Context: an optimization exercise on an open-source flow, tuned for a short achievable clock period and few clock cycles. The choices shown serve that exercise and are no tape-out recipe.
In this exercise RTL edits were held to simulation tests only and were not proved equivalent to the original.
Power is estimated from default activity; no workload was simulated.

Setup of rev 12:
==> flow/design.v <==
`timescale 1ns/1ps
module mipsCore (
    input  logic               CLK,
    input  logic               rst_n,
    output logic [32-1:0] o_pc,
    input  logic [32-1:0] i_instr,
    output logic [32-1:0] o_memAddr,
    output logic [32-1:0] o_memWrData,
    output logic               o_memWrite,
    output logic               o_memRead,
    input  logic [32-1:0] i_memRdData,
    input  logic               i_memReady
);
    logic        memStall;    
    logic        busFree;     
    logic        ldDone;      
    logic        stallF;      
    logic        mispE;       
    logic [31:0] pcF;
    logic [31:0] pc4F;
    logic [31:0] brTgtF;
    logic [31:0] nextF;
    logic        isJF;
    logic        predF;
    logic [5:0]  opF;
    logic [5:0]  fnF;
    logic [4:0]  rsF, rtF, rdF;
    logic [31:0] immF;
    logic        regWriteF, isLoadF, isStoreF, isBrF, aluSrcF;
    logic        useRsF, useRtF, wrF;
    logic [4:0]  destF;
    logic [4:0]  aluSelF;     
    logic [31:0] rsValF, rtValF;
    logic        hzRs, hzRt;
    logic        killP;       
    logic        shortF;      
    logic [6:0]  brLoF;
    logic [23:0] brHiF, hiIncF, hiDecF;
    logic        fAE, fBE;    
    logic [31:0] rsNextF, rtNextF;
    logic        regWriteE, isLoadE, isStoreE, canMisE, isBneE, predE;
    logic [4:0]  aluSelE;
    logic [4:0]  destE;       
    logic [31:0] rsValE, rtValE, opBE, immE, pc4E, altE;
    logic [31:0] sumE, difE, addrE, aluE;
    logic        sltE, eqE;
    logic [31:0] aluM;
    logic        regWriteM;
    logic [4:0]  destM;
    logic [31:0] busAddr, busData;
    logic        busRd, busWr;
    logic [4:0]  busDest;
    logic [31:0] q1Addr, q1Data;
    logic        q1Rd, q1Wr, q1V;
    logic [4:0]  q1Dest;
    logic        killQ1;
    logic [31:0] regs [1:31];
    assign o_pc = pcF;
    assign pc4F = pcF + 32'd4;
    assign opF = i_instr[31:26];
    assign rsF = i_instr[25:21];
    assign rtF = i_instr[20:16];
    assign rdF = i_instr[15:11];
    assign fnF = i_instr[5:0];
    assign immF = {{16{i_instr[15]}}, i_instr[15:0]};
    assign isJF = (opF == 6'd2);
    assign shortF = (i_instr[15:6] == {10{i_instr[15]}});
    assign predF = (opF[5:1] == 5'b00010) && shortF &&
                   ((rsF == rtF) ? !opF[0] : i_instr[15]);
    assign brLoF = {1'b0, pc4F[7:2]} + {1'b0, i_instr[5:0]};
    assign hiIncF = pc4F[31:8] + 24'd1;
    assign hiDecF = pc4F[31:8] - 24'd1;
    assign brHiF = ({24{brLoF[6] && !i_instr[15]}} & hiIncF) |
                   ({24{!brLoF[6] && i_instr[15]}} & hiDecF) |
                   ({24{brLoF[6] == i_instr[15]}} & pc4F[31:8]);
    assign brTgtF = {brHiF, brLoF[5:0], 2'b00};
    always_comb begin
        if (isJF)
            nextF = {pc4F[31:28], i_instr[25:0], 2'b00};
        else if (predF)
            nextF = brTgtF;
        else
            nextF = pc4F;
    end
    always_ff @(posedge CLK) begin
        if (!rst_n)
            pcF <= 32'h0000_0000;
        else if (mispE)
            pcF <= altE;
        else if (!stallF && !memStall)
            pcF <= nextF;
    end
    always_comb begin
        regWriteF = 1'b0;
        isLoadF = 1'b0;
        isStoreF = 1'b0;
        isBrF = 1'b0;
        aluSrcF = 1'b0;
        useRsF = 1'b0;
        useRtF = 1'b0;
        destF = rtF;
        aluSelF = 5'b00001;
        case (opF)
            6'd0: begin
                destF = rdF;
                useRsF = 1'b1;
                useRtF = 1'b1;
                regWriteF = 1'b1;
                case (fnF)
                    6'd33: ;
                    6'd35: aluSelF = 5'b00010;
                    6'd36:  aluSelF = 5'b00100;
                    6'd37:   aluSelF = 5'b01000;
                    6'd42:  aluSelF = 5'b10000;
                    default: begin
                        regWriteF = 1'b0;
                        useRsF = 1'b0;
                        useRtF = 1'b0;
                    end
                endcase
            end
            6'd9: begin
                regWriteF = 1'b1;
                aluSrcF = 1'b1;
                useRsF = 1'b1;
            end
            6'd35: begin
                isLoadF = 1'b1;
                aluSrcF = 1'b1;
                useRsF = 1'b1;
            end
            6'd43: begin
                isStoreF = 1'b1;
                aluSrcF = 1'b1;
                useRsF = 1'b1;
                useRtF = 1'b1;
            end
            6'd4, 6'd5: begin
                isBrF = 1'b1;
                useRsF = 1'b1;
                useRtF = 1'b1;
            end
            default: ;
        endcase
        if (destF == 5'd0)
            regWriteF = 1'b0;
        wrF = (regWriteF || isLoadF) && (destF != 5'd0);
    end
    assign ldDone = busRd && i_memReady;
    always_comb begin
        if (rsF == 5'd0)
            rsValF = 32'd0;
        else if (regWriteM && (destM == rsF))
            rsValF = aluM;
        else if (ldDone && (busDest == rsF))
            rsValF = i_memRdData;
        else
            rsValF = regs[rsF];
        if (rtF == 5'd0)
            rtValF = 32'd0;
        else if (regWriteM && (destM == rtF))
            rtValF = aluM;
        else if (ldDone && (busDest == rtF))
            rtValF = i_memRdData;
        else
            rtValF = regs[rtF];
    end
    assign fAE = regWriteE && (destE == rsF);
    assign fBE = regWriteE && (destE == rtF);
    assign hzRs = (rsF != 5'd0) && ((isLoadE && (destE == rsF)) ||
                                    (!fAE && busRd && !i_memReady && (busDest == rsF)) ||
                                    (!fAE && q1Rd && (q1Dest == rsF)));
    assign hzRt = (rtF != 5'd0) && ((isLoadE && (destE == rtF)) ||
                                    (!fBE && busRd && !i_memReady && (busDest == rtF)) ||
                                    (!fBE && q1Rd && (q1Dest == rtF)));
    assign stallF = (useRsF && hzRs) || (useRtF && hzRt);
    assign killP = (regWriteE || isLoadE) && (busDest == destE);
    assign killQ1 = (regWriteE || isLoadE) && (q1Dest == destE);
    always_ff @(posedge CLK) begin
        if (!rst_n) begin
            regWriteE <= 1'b0;
            isLoadE <= 1'b0;
            isStoreE <= 1'b0;
            canMisE <= 1'b0;
        end else if (!memStall) begin
            if (mispE || stallF) begin
                regWriteE <= 1'b0;
                isLoadE <= 1'b0;
                isStoreE <= 1'b0;
                canMisE <= 1'b0;
            end else begin
                regWriteE <= regWriteF;
                isLoadE <= isLoadF;
                isStoreE <= isStoreF;
                canMisE <= isBrF && (i_instr[15:0] != 16'd0);
            end
        end
    end
    assign rsNextF = fAE ? aluE : rsValF;
    assign rtNextF = fBE ? aluE : rtValF;
    always_ff @(posedge CLK) begin
        if (!memStall) begin
            isBneE <= opF[0];
            predE <= predF;
            aluSelE <= aluSelF;
            destE <= wrF ? destF : 5'd0;
            rsValE <= rsNextF;
            rtValE <= rtNextF;
            opBE <= aluSrcF ? immF : rtNextF;
            immE <= immF;
            pc4E <= pc4F;
        end
    end
    assign sumE = rsValE + opBE;
    assign difE = rsValE - opBE;
    assign addrE = rsValE + immE;
    assign sltE = (rsValE[31] != opBE[31]) ? rsValE[31] : difE[31];
    assign aluE = ({32{aluSelE[0]}} & sumE) |
                  ({32{aluSelE[1]}} & difE) |
                  ({32{aluSelE[2]}} & (rsValE & opBE)) |
                  ({32{aluSelE[3]}} & (rsValE | opBE)) |
                  {31'd0, aluSelE[4] & sltE};
    assign eqE = (rsValE == rtValE);
    assign altE = predE ? pc4E : (pc4E + {immE[29:0], 2'b00});
    assign mispE = canMisE && ((eqE ^ isBneE) != predE);
    always_ff @(posedge CLK) begin
        if (!rst_n)
            regWriteM <= 1'b0;
        else
            regWriteM <= regWriteE && !memStall;
    end
    always_ff @(posedge CLK) begin
        aluM <= aluE;
        destM <= destE;
    end
    assign busFree = !(busRd || busWr) || i_memReady;
    assign q1V = q1Rd || q1Wr;
    assign memStall = (isLoadE || isStoreE) && q1V && !busFree;
    always_ff @(posedge CLK) begin
        if (!rst_n) begin
            busRd <= 1'b0;
            busWr <= 1'b0;
            q1Rd <= 1'b0;
            q1Wr <= 1'b0;
        end else if (busFree) begin
            busRd <= q1V ? q1Rd : isLoadE;
            busWr <= q1V ? q1Wr : isStoreE;
            q1Rd <= q1V && isLoadE;
            q1Wr <= q1V && isStoreE;
        end else if (!q1V) begin
            q1Rd <= isLoadE;
            q1Wr <= isStoreE;
        end
    end
    always_ff @(posedge CLK) begin
        if (busFree) begin
            busAddr <= q1V ? q1Addr : addrE;
            busData <= q1V ? q1Data : rtValE;
            busDest <= q1V ? (killQ1 ? 5'd0 : q1Dest) : destE;
        end else if (killP)
            busDest <= 5'd0;
    end
    always_ff @(posedge CLK) begin
        if (busFree || !q1V) begin
            q1Addr <= addrE;
            q1Data <= rtValE;
            q1Dest <= destE;
        end else if (killQ1)
            q1Dest <= 5'd0;
    end
    assign o_memAddr = busAddr;
    assign o_memWrData = busData;
    assign o_memRead = busRd;
    assign o_memWrite = busWr;
    always_ff @(posedge CLK) begin
        if (regWriteM)
            regs[destM] <= aluM;
        if (ldDone && (busDest != 5'd0))
            regs[busDest] <= i_memRdData;
    end
endmodule
export LEC_CHECK = 0
export CAP_MARGIN = 20
export CORE_MARGIN = 2
export CORE_UTILIZATION = 40
export SETUP_SLACK_MARGIN = 5
export SLEW_MARGIN = 20
create_clock -name core_clock -period 8.0 [get_ports {CLK}]
standard.sh (not shown) runs the stock make flow with config.mk's settings and CLKGATE_MAP_FILE= SYNTH_SCRIPT=/design/flow/synth_recipe.tcl, a recipe that flattens the netlist after the stock synthesis.
==> flow/flow/run.sh <==
#!/bin/bash
# The standard layout (the standard.sh, unchanged settings and steps),
# except that synthesis leaves full and half adders to abc as plain gates
# instead of mapping them to the platform's adder cells: an empty
# ADDER_MAP_FILE skips ORFS's extract_fa/techmap adder step. Registers,
# their names and cell types are the same as in the standard synthesis.
set -euo pipefail
export ADDER_MAP_FILE=
bash standard.sh > flow_make.log 2>&1
Rev 12 finished all stages; the layout is clean.
Testbench counts of rev 12, summed over its fixed seeds: cycles 28,554.
Edits applied to the flow inputs when going from rev 12 to rev 13:
-- flow/design.v --
<<< rev 12, line 33
    logic [31:0] rsValF, rtValF;
    logic        hzRs, hzRt;
    logic        killP;       
    logic        shortF;      
    logic [6:0]  brLoF;
    logic [23:0] brHiF, hiIncF, hiDecF;
    logic        fAE, fBE;    
    logic [31:0] rsNextF, rtNextF;
>>> rev 13, line 33
    logic [31:0] rsValF, rtValF;
    logic        hzRs, hzRt;
    logic        advF;        
    logic        killE, killP;  
    logic [16:0] brLoF;
    logic [13:0] brHiF, hiIncF, hiDecF;
    logic        fAE, fBE;    
    logic [31:0] rsNextF, rtNextF;
<<< rev 12, line 55
    logic [4:0]  q1Dest;
    logic        killQ1;
    logic [31:0] regs [1:31];
    assign o_pc = pcF;
>>> rev 13, line 55
    logic [4:0]  q1Dest;
    logic        killQ1;
    logic [4:0]  eDest;
    logic [31:0] regs [1:31];
    assign o_pc = pcF;
<<< rev 12, line 65
    assign immF = {{16{i_instr[15]}}, i_instr[15:0]};
    assign isJF = (opF == 6'd2);
    assign shortF = (i_instr[15:6] == {10{i_instr[15]}});
    assign predF = (opF[5:1] == 5'b00010) && shortF &&
                   ((rsF == rtF) ? !opF[0] : i_instr[15]);
    assign brLoF = {1'b0, pc4F[7:2]} + {1'b0, i_instr[5:0]};
    assign hiIncF = pc4F[31:8] + 24'd1;
    assign hiDecF = pc4F[31:8] - 24'd1;
    assign brHiF = ({24{brLoF[6] && !i_instr[15]}} & hiIncF) |
                   ({24{!brLoF[6] && i_instr[15]}} & hiDecF) |
                   ({24{brLoF[6] == i_instr[15]}} & pc4F[31:8]);
    assign brTgtF = {brHiF, brLoF[5:0], 2'b00};
    always_comb begin
        if (isJF)
>>> rev 13, line 66
    assign immF = {{16{i_instr[15]}}, i_instr[15:0]};
    assign isJF = (opF == 6'd2);
    assign predF = (opF[5:1] == 5'b00010) &&
                   ((rsF == rtF) ? !opF[0] : i_instr[15]);
    assign brLoF = {1'b0, pc4F[17:2]} + {1'b0, i_instr[15:0]};
    assign hiIncF = pc4F[31:18] + 14'd1;
    assign hiDecF = pc4F[31:18] - 14'd1;
    assign brHiF = ({14{brLoF[16] && !i_instr[15]}} & hiIncF) |
                   ({14{!brLoF[16] && i_instr[15]}} & hiDecF) |
                   ({14{brLoF[16] == i_instr[15]}} & pc4F[31:18]);
    assign brTgtF = {brHiF, brLoF[15:0], 2'b00};
    always_comb begin
        if (isJF)
<<< rev 12, line 169
    assign fBE = regWriteE && (destE == rtF);
    assign hzRs = (rsF != 5'd0) && ((isLoadE && (destE == rsF)) ||
                                    (!fAE && busRd && !i_memReady && (busDest == rsF)) ||
                                    (!fAE && q1Rd && (q1Dest == rsF)));
    assign hzRt = (rtF != 5'd0) && ((isLoadE && (destE == rtF)) ||
                                    (!fBE && busRd && !i_memReady && (busDest == rtF)) ||
                                    (!fBE && q1Rd && (q1Dest == rtF)));
    assign stallF = (useRsF && hzRs) || (useRtF && hzRt);
    assign killP = (regWriteE || isLoadE) && (busDest == destE);
    assign killQ1 = (regWriteE || isLoadE) && (q1Dest == destE);
    always_ff @(posedge CLK) begin
        if (!rst_n) begin
>>> rev 13, line 169
    assign fBE = regWriteE && (destE == rtF);
    assign hzRs = (rsF != 5'd0) && ((isLoadE && (destE == rsF)) ||
                                    (busRd && !i_memReady && (busDest == rsF)) ||
                                    (q1Rd && (q1Dest == rsF)));
    assign hzRt = (rtF != 5'd0) && ((isLoadE && (destE == rtF)) ||
                                    (busRd && !i_memReady && (busDest == rtF)) ||
                                    (q1Rd && (q1Dest == rtF)));
    assign stallF = (useRsF && hzRs) || (useRtF && hzRt);
    assign advF = !memStall && !stallF && !mispE;
    assign killE = advF && wrF && isLoadE && (destE == destF);
    assign killP = advF && wrF && busRd && (busDest == destF);
    assign killQ1 = advF && wrF && q1Rd && (q1Dest == destF);
    always_ff @(posedge CLK) begin
        if (!rst_n) begin
<<< rev 12, line 237
    assign q1V = q1Rd || q1Wr;
    assign memStall = (isLoadE || isStoreE) && q1V && !busFree;
    always_ff @(posedge CLK) begin
        if (!rst_n) begin
>>> rev 13, line 239
    assign q1V = q1Rd || q1Wr;
    assign memStall = (isLoadE || isStoreE) && q1V && !busFree;
    assign eDest = killE ? 5'd0 : destE;
    always_ff @(posedge CLK) begin
        if (!rst_n) begin
<<< rev 12, line 257
            busAddr <= q1V ? q1Addr : addrE;
            busData <= q1V ? q1Data : rtValE;
            busDest <= q1V ? (killQ1 ? 5'd0 : q1Dest) : destE;
        end else if (killP)
            busDest <= 5'd0;
>>> rev 13, line 260
            busAddr <= q1V ? q1Addr : addrE;
            busData <= q1V ? q1Data : rtValE;
            busDest <= q1V ? (killQ1 ? 5'd0 : q1Dest) : eDest;
        end else if (killP)
            busDest <= 5'd0;
<<< rev 12, line 265
            q1Addr <= addrE;
            q1Data <= rtValE;
            q1Dest <= destE;
        end else if (killQ1)
            q1Dest <= 5'd0;
>>> rev 13, line 268
            q1Addr <= addrE;
            q1Data <= rtValE;
            q1Dest <= eDest;
        end else if (killQ1)
            q1Dest <= 5'd0;
==> summary.txt <==
- Timing, DRC, antenna: 0 failures across rev 12 and rev 13
- Re area added between synthesis and finish: rev 13 is 6.1 points down on rev 12.
- Final hold slack (higher): rev 12
- The run with more routed wire is rev 12, not rev 13.
- Diff rev 12 -> rev 13: power now smaller; maximum frequency from static timing analysis now smaller.
- Rev 13 vs. rev 12: worst setup margin saw a decrease, clock network power share saw little to no change, first-pass GRT wire length saw a decrease.
- Number of instances in the synthesized netlist (rev 12 / rev 13): 1.05
- Rev 13: total of plain and repair buffers excluding clock buffers 19% below rev 12
- Rev 13 ended up with a lower total nets after synthesis than rev 12 did.
- Rev 13 reports its path type of the worst setup path as flip-flop to flip-flop while rev 12 reports input pin to flip-flop.
- The worst setup path startpoint comes out i_instr[16] in one run and opBE[4] in the other, namely in rev 12 and rev 13 respectively.
Testbench counts of rev 13, summed over its fixed seeds: cycles 28,554.

## static timing again, ports no longer ideal
The results above use ideal ports. As a check the final layouts listed here were re-extracted and re-timed, cells and wires unchanged.
Step 1, drivers: a clkbuf_16 drives CLK and a buf_2 each remaining input, both assumed.
Step 2, shift: input delay + t, output delay - t, t = (earliest + latest rising clock arrival at the registers) / 2. This alone moves slack from input paths to output paths.
Slacks: ideal ports / drivers / drivers and shift; pairs: ideal ports / drivers.
run | t, ns | setup WS [ns] | worst setup path at the end
rev 12 | 0.916 | 4.230 / 3.938 / 3.022 | input to register
rev 13 | 0.913 | 4.138 / 3.738 / 2.825 | input to register
After both steps every run listed still meets setup and hold. The setup slack of rev 13, which loses most, moves by -0.400 ns with the drivers and by -1.313 ns with both steps.
